From an optimization exercise on the open Yosys and OpenROAD flow, aimed at small area and a short achievable clock period; shortcuts taken in it are not production practice. In this exercise RTL edits were held to simulation tests only and were not proved equivalent to the original. Power and IR drop assume default switching activity.

== job 101 ==
==> module data_mem_ctrl, before the edit <==
module data_mem_ctrl
#(
  parameter int ADDR_W  = 8,
  parameter int LATENCY = 2
) (
  input  logic                   CLK,
  input  logic                   Reset,
  input  logic                   MemReq,
  input  logic                   MemWrite,
  input  logic [ADDR_W-1:0]      Addr,
  input  logic [dmem_pkg::DMEM_DATA_W-1:0] DataIn,
  output logic [dmem_pkg::DMEM_DATA_W-1:0] DataMemOut,
  output logic                   MemBusy,
  output logic                   MemDone
);
  localparam int DW    = dmem_pkg::DMEM_DATA_W;
  localparam int RINGS = 2**ADDR_W / 4;       
  localparam int NTAP  = 2**ADDR_W / 2;       
  localparam int NA    = 3;                   
  localparam int NB    = 4;                   
  if (LATENCY != 2) begin : g_lat_check
    $error("data_mem_ctrl: this implementation supports LATENCY = 2 only");
  end
  logic          busy_q, s0_q, s1_q, done_q;
  logic          busy_out_q;     
  logic          accept;
  logic          write_q;
  logic [ADDR_W-1:0] addr_q;
  logic [DW-1:0] wdata_q;
  logic [DW-1:0] dout_q;
  logic [1:0]    phase_q;
  logic [1:0]    phase_nx;       
  logic          wb_valid_q;
  logic [ADDR_W-1:0] wb_addr_q;
  logic [DW-1:0] wb_data_q;
  logic [NTAP*DW-1:0] taps;      
  assign accept   = ~busy_q & MemReq;
  assign phase_nx = phase_q + 2'd1;
  always_ff @(posedge CLK) begin
    if (Reset) begin
      busy_q     <= 1'b0;
      busy_out_q <= 1'b0;
      s0_q       <= 1'b0;
      s1_q       <= 1'b0;
      done_q     <= 1'b0;
    end else begin
      busy_q     <= accept | s0_q | s1_q;
      busy_out_q <= (MemReq & ~busy_out_q) | s0_q | s1_q;    
      s0_q       <= accept;
      s1_q       <= s0_q;
      done_q     <= s1_q;
    end
  end
  always_ff @(posedge CLK) begin
    if (accept) begin
      write_q <= MemWrite;
      addr_q  <= Addr;
      wdata_q <= DataIn;
    end
  end
  always_ff @(posedge CLK) begin
    phase_q <= phase_nx;
  end
  logic          commit_w;       
  logic          wbv_nx;         
  logic [ADDR_W-1:0] wba_nx;     
  logic          clr_a_nx, clr_b_nx;
  logic [ADDR_W-3:0] clr_ring_nx;
  logic [7:0]    clr_hi_q, clr_lo_q, clr_hi, set_hi_q, set_lo_q;
  logic          clr_a_q;        
  logic          set_q;          
  logic [RINGS-1:0] clr_n, set_n;
  assign commit_w    = s1_q & write_q & ~Reset;
  assign wbv_nx      = commit_w | (wb_valid_q & ~set_q);
  assign wba_nx      = commit_w ? addr_q : wb_addr_q;
  assign clr_a_nx    = s0_q & write_q & ~Reset & (addr_q[1:0] == phase_nx);
  assign clr_b_nx    = wbv_nx & (wba_nx[1:0] == phase_nx);
  assign clr_ring_nx = clr_a_nx ? addr_q[ADDR_W-1:2] : wba_nx[ADDR_W-1:2];
  always_ff @(posedge CLK) begin
    for (int x = 0; x < 8; x++) begin
      clr_hi_q[x] <= (clr_a_nx | clr_b_nx) & (clr_ring_nx[5:3] == 3'(x));
      clr_lo_q[x] <= (clr_ring_nx[2:0] == 3'(x));
    end
    clr_a_q  <= clr_a_nx;
    set_hi_q <= clr_hi;
    set_lo_q <= clr_lo_q;
    set_q    <= |clr_hi;
  end
  assign clr_hi = clr_hi_q & {8{~(clr_a_q & Reset)}};
  always_comb begin
    for (int k = 0; k < RINGS; k++) begin
      clr_n[k] = ~(clr_hi[k/8] & clr_lo_q[k%8]);
      set_n[k] = ~(set_hi_q[k/8] & set_lo_q[k%8]);
    end
  end
  always_ff @(posedge CLK) begin
    if (commit_w) begin
      wb_valid_q <= 1'b1;
      wb_addr_q  <= addr_q;
      wb_data_q  <= wdata_q;
    end else if (set_q) begin
      wb_valid_q <= 1'b0;
    end
  end
  dmem_ram #(.ADDR_W(ADDR_W)) u_ram (
    .clk      (CLK),
    .clr_n_i  (clr_n),
    .set_n_i  (set_n),
    .wdata_n_i(~wb_data_q),
    .taps_o   (taps)
  );
  logic [ADDR_W-1:0] la_nx;      
  logic [2**NA-1:0]  pa_q;
  logic [2**NB-1:0]  pb_q;
  logic [NTAP-1:0]   sline;      
  logic [DW-1:0]     rd_now;     
  logic [DW-1:0]     part_q;     
  logic              late;       
  logic              fwd;        
  logic              ld1;        
  assign la_nx = busy_q ? addr_q : Addr;
  always_ff @(posedge CLK) begin
    for (int i = 0; i < 2**NA; i++) pa_q[i] <= (la_nx[7:5] == NA'(i));
    for (int i = 0; i < 2**NB; i++) pb_q[i] <= ({la_nx[4:2], la_nx[1] ^ phase_nx[1]} == NB'(i));
  end
  always_comb begin
    for (int i = 0; i < NTAP; i++) sline[i] = pa_q[i / 2**NB] & pb_q[i % 2**NB];
  end
  logic [DW-1:0]     rd_lo, rd_hi;  
  for (genvar b = 0; b < DW; b++) begin : g_bit
    logic [NTAP-1:0] d;
    for (genvar i = 0; i < NTAP; i++) begin : g_tap
      assign d[i] = taps[i*DW + b];
    end
    dmem_rd_or64 u_lo (.sel_i(sline[NTAP/2-1:0]),    .d_i(d[NTAP/2-1:0]),    .y_o(rd_lo[b]));
    dmem_rd_or64 u_hi (.sel_i(sline[NTAP-1:NTAP/2]), .d_i(d[NTAP-1:NTAP/2]), .y_o(rd_hi[b]));
  end
  assign rd_now = rd_lo | rd_hi;
  always_ff @(posedge CLK) begin
    part_q <= rd_now;
  end
  assign late = addr_q[0] ^ phase_q[0];
  assign fwd  = wb_valid_q & (wb_addr_q == addr_q);
  assign ld1  = s1_q & ~write_q;
  logic          take_now;       
  logic [DW-1:0] dout_other;     
  assign take_now   = ~Reset & ld1 & ~fwd & ~late;
  assign dout_other = Reset ? '0
                    : ~ld1  ? dout_q
                    : fwd   ? wb_data_q
                    : late  ? part_q
                    :         '0;
  for (genvar b = 0; b < DW; b++) begin : g_dout
    logic d;
    dmem_a221o u_sel (.a1(rd_lo[b]), .a2(take_now), .b1(rd_hi[b]), .b2(take_now), .c1(dout_other[b]), .x(d));
    always_ff @(posedge CLK) dout_q[b] <= d;
  end
  assign DataMemOut = dout_q;
  assign MemBusy    = busy_out_q;
  assign MemDone    = done_q;
endmodule
export LEC_CHECK = 0
export CAP_MARGIN = 20
export CORE_MARGIN = 2
export CORE_UTILIZATION = 65
export CTS_CLUSTER_DIAMETER = 60
export CTS_CLUSTER_SIZE = 30
export SETUP_SLACK_MARGIN = 1.7
export SLEW_MARGIN = 20
export SYNTH_HIERARCHICAL = 1
export SYNTH_MINIMUM_KEEP_SIZE = 0
create_clock -name core_clock -period 4.0 [get_ports {CLK}]
standard.sh (not shown) runs the stock make flow with config.mk's settings and CLKGATE_MAP_FILE= SYNTH_SCRIPT=/design/flow/synth_recipe.tcl, a recipe that flattens the netlist after the stock synthesis.
==> flow/flow/run.sh <==
#!/bin/bash
# Own flow: the standard synthesis unchanged, then the standard layout steps
# with the delay cells (dlygate*, clkdlybuf*) added to the don't-use list so
# that the resizer does not pick them as port or signal buffers.
set -euo pipefail
PLATFORM_DONT_USE="sky130_fd_sc_hd__probe_p_8 sky130_fd_sc_hd__probec_p_8 sky130_fd_sc_hd__lpflow_bleeder_1 sky130_fd_sc_hd__lpflow_clkbufkapwr_1 sky130_fd_sc_hd__lpflow_clkbufkapwr_16 sky130_fd_sc_hd__lpflow_clkbufkapwr_2 sky130_fd_sc_hd__lpflow_clkbufkapwr_4 sky130_fd_sc_hd__lpflow_clkbufkapwr_8 sky130_fd_sc_hd__lpflow_clkinvkapwr_1 sky130_fd_sc_hd__lpflow_clkinvkapwr_16 sky130_fd_sc_hd__lpflow_clkinvkapwr_2 sky130_fd_sc_hd__lpflow_clkinvkapwr_4 sky130_fd_sc_hd__lpflow_clkinvkapwr_8 sky130_fd_sc_hd__lpflow_decapkapwr_12 sky130_fd_sc_hd__lpflow_decapkapwr_3 sky130_fd_sc_hd__lpflow_decapkapwr_4 sky130_fd_sc_hd__lpflow_decapkapwr_6 sky130_fd_sc_hd__lpflow_decapkapwr_8 sky130_fd_sc_hd__lpflow_inputiso0n_1 sky130_fd_sc_hd__lpflow_inputiso0p_1 sky130_fd_sc_hd__lpflow_inputiso1n_1 sky130_fd_sc_hd__lpflow_inputiso1p_1 sky130_fd_sc_hd__lpflow_inputisolatch_1 sky130_fd_sc_hd__lpflow_isobufsrc_1 sky130_fd_sc_hd__lpflow_isobufsrc_16 sky130_fd_sc_hd__lpflow_isobufsrc_2 sky130_fd_sc_hd__lpflow_isobufsrc_4 sky130_fd_sc_hd__lpflow_isobufsrc_8 sky130_fd_sc_hd__lpflow_isobufsrckapwr_16 sky130_fd_sc_hd__lpflow_lsbuf_lh_hl_isowell_tap_1 sky130_fd_sc_hd__lpflow_lsbuf_lh_hl_isowell_tap_2 sky130_fd_sc_hd__lpflow_lsbuf_lh_hl_isowell_tap_4 sky130_fd_sc_hd__lpflow_lsbuf_lh_isowell_4 sky130_fd_sc_hd__lpflow_lsbuf_lh_isowell_tap_1 sky130_fd_sc_hd__lpflow_lsbuf_lh_isowell_tap_2 sky130_fd_sc_hd__lpflow_lsbuf_lh_isowell_tap_4 "
EXTRA_DONT_USE="sky130_fd_sc_hd__dlygate4sd1_1 sky130_fd_sc_hd__dlygate4sd2_1 sky130_fd_sc_hd__dlygate4sd3_1 sky130_fd_sc_hd__dlymetal6s2s_1 sky130_fd_sc_hd__dlymetal6s4s_1 sky130_fd_sc_hd__dlymetal6s6s_1 sky130_fd_sc_hd__clkdlybuf4s15_1 sky130_fd_sc_hd__clkdlybuf4s15_2 sky130_fd_sc_hd__clkdlybuf4s18_1 sky130_fd_sc_hd__clkdlybuf4s18_2 sky130_fd_sc_hd__clkdlybuf4s25_1 sky130_fd_sc_hd__clkdlybuf4s25_2 sky130_fd_sc_hd__clkdlybuf4s50_1 sky130_fd_sc_hd__clkdlybuf4s50_2"
bash standard.sh synth > synth.log 2>&1
bash standard.sh "DONT_USE_CELLS=$PLATFORM_DONT_USE $EXTRA_DONT_USE" finish > layout.log 2>&1
Job 101 | status: complete | timing, DRC, antenna: pass
### job 101 -> job 102
--- a/flow/design.v
+++ b/flow/design.v
@@ -63,6 +63,4 @@
   localparam int RINGS = 2**ADDR_W / 4;       
   localparam int NTAP  = 2**ADDR_W / 2;       
-  localparam int NA    = 3;                   
-  localparam int NB    = 4;                   
   if (LATENCY != 2) begin : g_lat_check
     $error("data_mem_ctrl: this implementation supports LATENCY = 2 only");
@@ -157,7 +155,7 @@
   );
   logic [ADDR_W-1:0] la_nx;      
-  logic [2**NA-1:0]  pa_q;
-  logic [2**NB-1:0]  pb_q;
-  logic [NTAP-1:0]   sline;      
+  logic              lt_nx;      
+  logic [NTAP-1:0]   sline_q;    
+  logic [NTAP-1:0]   sline;
   logic [DW-1:0]     rd_now;     
   logic [DW-1:0]     part_q;     
@@ -166,11 +164,9 @@
   logic              ld1;        
   assign la_nx = busy_q ? addr_q : Addr;
-  always_ff @(posedge CLK) begin
-    for (int i = 0; i < 2**NA; i++) pa_q[i] <= (la_nx[7:5] == NA'(i));
-    for (int i = 0; i < 2**NB; i++) pb_q[i] <= ({la_nx[4:2], la_nx[1] ^ phase_nx[1]} == NB'(i));
-  end
-  always_comb begin
-    for (int i = 0; i < NTAP; i++) sline[i] = pa_q[i / 2**NB] & pb_q[i % 2**NB];
-  end
+  assign lt_nx = la_nx[1] ^ phase_nx[1];
+  always_ff @(posedge CLK) begin
+    for (int i = 0; i < NTAP; i++) sline_q[i] <= ({la_nx[ADDR_W-1:2], lt_nx} == (ADDR_W-1)'(i));
+  end
+  assign sline = sline_q;
   logic [DW-1:0]     rd_lo, rd_hi;  
   for (genvar b = 0; b < DW; b++) begin : g_bit
[summary]
- Every run in the comparison, job 101 and job 102, completed the flow with a clean layout.
- Cmp job 102 vs job 101: count of clock-buffer cells in the layout higher in job 102
- Row horizontal extent of the die: job 102 higher / job 101 lower
- Relative to job 101, synthesized cell count has increased by about 2.4% in job 102.
- Lower global-route usage among job 101 and job 102: job 101
- Job 102 vs. job 101: number of tap instances picked up an extra 1.8%, part of the power in combinational logic now sits higher, worst-skew pair later-pin latency grew by 0.02 ns, first-pass GRT wire length now sits higher.

[separate check: timing with driven ports]
How much do the figures lean on ideal ports? The routed layouts below were timed once more, with nothing changed but the port constraints.
Step 1 assumes that a clkbuf_16 drives the clock port and a buf_2 every other input.
Step 2 moves the port delays by t, midway between the first and last clock arrival at a register: inputs arrive t later, outputs are due t later. That takes back most of the time a late clock gives input paths.
Three values: ideal ports, drivers, drivers and shift; two values: the first two.
run	t (ns)	setup slack, ns	hold WS [ns]	slew at the worst register clock pin (ns)
job 101	0.781	1.678 / 1.678 / 1.246	0.256 / 0.206 / 0.303	0.11 / 0.11
job 102	0.812	1.616 / 1.616 / 1.332	0.220 / 0.170 / 0.319	0.11 / 0.11
After both steps every run listed still meets setup and hold. For job 101, which loses most, drivers alone change the setup slack by 0.000 ns; drivers and shift together by -0.432 ns.
